Background: an optimization exercise with open tools, aiming at a short achievable clock period and few clock cycles. Do not read the settings as production practice. In this exercise RTL edits were held to simulation tests only and were not proved equivalent to the original. No activity file was given, so power comes from the tool's default toggle rates.

Setup of old:
## sliding_window_arq_endpoint
module sliding_window_arq_endpoint #(
  parameter int unsigned WindowSlots = swarq_pkg::WindowSlotsDef
) (
  input  wire                   clk_i,
  input  wire                   rst_ni,
  input  wire                   in_valid_i,
  output logic                  in_ready_o,
  input  wire  [65:0]           in_req_i,
  output logic                  out_valid_o,
  input  wire                   out_ready_i,
  output logic [79:0]           out_rsp_o
);
  localparam int unsigned IdxW = $clog2(WindowSlots);
  typedef enum logic [1:0] {
    S_E,
    S_DRAIN,
    S_CLOSE
  } st_e;
  logic        in_ready_q;
  logic        h_valid_q, t_valid_q;
  logic [65:0] h_q, t_q;
  logic        push, pop, h_free;
  logic [31:0] expected_q, expm1_q;
  logic [27:0] exp_hp1_q;
  logic [15:0] head_q;
  logic [31:0] tx_base_q, tx_top_q;
  logic [27:0] tx_hp1_q;
  logic        tx_chg_q;
  logic [4:0]  outst_q;
  logic        closed_q;
  st_e         st_q;
  logic        acc_q;
  logic        out_valid_q, sk_valid_q;
  logic [79:0] out_q, sk_q;
  logic        emit;
  logic [79:0] rsp;
  logic        out_take;
  logic [1:0]  h_type;
  logic [31:0] h_seq;
  logic [15:0] h_handle, h_len;
  logic        len_zero;
  assign h_type   = h_q[65:64];
  assign h_seq    = h_q[63:32];
  assign h_handle = h_q[31:16];
  assign h_len    = h_q[15:0];
  assign len_zero = (h_len == 16'd0);
  logic rx_hi_eq, rx_hi_eq1, rx_lo_ge, rx_lo_eq, rx_in_win, rx_hit;
  assign rx_hi_eq  = (h_seq[31:4] == expected_q[31:4]);
  assign rx_hi_eq1 = (h_seq[31:4] == exp_hp1_q);
  ...
==> flow/config.mk <==
export PLATFORM = sky130hd
export DESIGN_NAME = sliding_window_arq_endpoint
export DESIGN_NICKNAME = sliding_window_arq_endpoint
export VERILOG_FILES = /design/flow/design.v
export SDC_FILE = /design/flow/constraint.sdc
export NUM_CORES = 4
export LEC_CHECK = 0
export ABC_CLOCK_PERIOD_IN_PS = 1500
export CAP_MARGIN = 20
export CORE_MARGIN = 2
export CORE_UTILIZATION = 40
export SETUP_SLACK_MARGIN = 5
export SLEW_MARGIN = 20
export TNS_END_PERCENT = 100
==> flow/constraint.sdc <==
create_clock -name core_clock -period 8.0 [get_ports {clk_i}]
set_input_delay 1.6000 -clock core_clock [delete_from_list [all_inputs] [get_ports {clk_i}]]
set_output_delay 1.6000 -clock core_clock [all_outputs]
set_load 0.01 [all_outputs]
run.sh (not shown) runs the stock make flow with config.mk's settings and CLKGATE_MAP_FILE= SYNTH_SCRIPT=/design/flow/synth_recipe.tcl, a recipe that flattens the netlist after the stock synthesis.
Testbench counts of old, summed over its fixed seeds: cycles 5,855.
The following lists how new was set up differently from old:
diff --git a/flow/config.mk b/flow/config.mk
--- a/flow/config.mk
+++ b/flow/config.mk
@@ -7,3 +7,2 @@
 export LEC_CHECK = 0
-export ABC_CLOCK_PERIOD_IN_PS = 1500
 export CAP_MARGIN = 20
@@ -11,4 +10,2 @@
 export CORE_UTILIZATION = 40
-export SETUP_SLACK_MARGIN = 5
 export SLEW_MARGIN = 20
-export TNS_END_PERCENT = 100
## What came out
Compared with old, new shows a total routing usage reported by global routing that is 0.89 points lower. From old to new the numbers moved as follows: largest driver fanout on the critical path up 50; number of standard cells in the final layout excluding fillers down about 2.4%; total placed instance area flat; clock skew up 0.012 ns; routed wire length down 5.3%. Number of cells on the worst reg-to-reg path (higher): new. The faster design of the two is old; new tops out lower. new: portion of total power attributed to the clock network higher than old. Area: new vs old -> new smaller. Of the two values seen for end point of the critical path, out_q[12]$_DFFE_PN_ was produced by new and out_q[4]$_DFFE_PN_ by old. Min combinational power across new and old: new. new: no failed stages, no open violations at the end.

* * *

sliding_window_arq_endpoint again, from the RTL that the note above started with.
Settings: LEC_CHECK=0, ABC_CLOCK_PERIOD_IN_PS=2500, CAP_MARGIN=20, CORE_MARGIN=2, CORE_UTILIZATION=40, SETUP_SLACK_MARGIN=5, SLEW_MARGIN=20; clock period 8.0 ns.
Testbench counts at the start, summed over its fixed seeds: cycles 5,855.
Rerun with:
==> flow/flow/run.sh (new file) <==
#!/bin/bash
# Standard layout with a larger setup repair target; all tool output goes to flow.log.
set -euo pipefail
bash standard.sh SETUP_SLACK_MARGIN=6.5 finish > flow.log 2>&1
==> flow/standard.sh (new file) <==
#!/bin/bash
# synth_recipe.tcl (not shown) runs the flow's synth.tcl, then flattens the netlist and writes it again
# the make line also repeats each setting of config.mk as NAME=value (left out here)
make -C /OpenROAD-flow-scripts/flow DESIGN_CONFIG=/design/flow/config.mk WORK_HOME=/design/flow/orfs CLKGATE_MAP_FILE= SYNTH_SCRIPT=/design/flow/synth_recipe.tcl "${@:-finish}"
- ABC_CLOCK_PERIOD_IN_PS: 2500 -> default
- TNS_END_PERCENT: default -> 100
removed: flow/run.sh
The new run went through all stages and came out clean.
Synthesized area stays the same.
Power is higher by a little under a tenth.
Global-route usage grows by 2.9 points.
Die area is unchanged.
Wire length increases by about a fifth.
Non-clock buffer count grows by 278.
Maximum frequency goes down by a few percent.
Core utilization climbs by 7.4 points.
Worst setup slack loses 120 ps.
Synthesized cell count is unchanged.

==> separate check: timing with driven ports <==
The results above use ideal ports. As a check the final layouts listed here were re-extracted and re-timed, cells and wires unchanged. Step 1, drivers: a clkbuf_16 drives clk_i and a buf_2 each remaining input, both assumed. Step 2 also shifts input and output timing later by t, the mid clock arrival at the registers, as if the neighbouring blocks saw the same clock. Slacks: no drivers / after step 1 / after step 2; pairs: no drivers / after step 1.
run | t (ns) | setup WS [ns] | worst setup path after step 2 | slew at the worst register clock pin (ns)
old | 0.744 | 4.970 / 4.909 / 4.553 | input to register | 0.07 / 0.07
new | 0.760 | 3.839 / 3.839 / 3.839 | register to register | 0.07 / 0.07
the first run of note 2 | 0.744 | 4.970 / 4.909 / 4.553 | input to register | 0.07 / 0.07
the second run of note 2 | 0.752 | 4.853 / 4.853 / 4.853 | register to register | 0.07 / 0.07
After both steps every run listed still meets setup and hold.
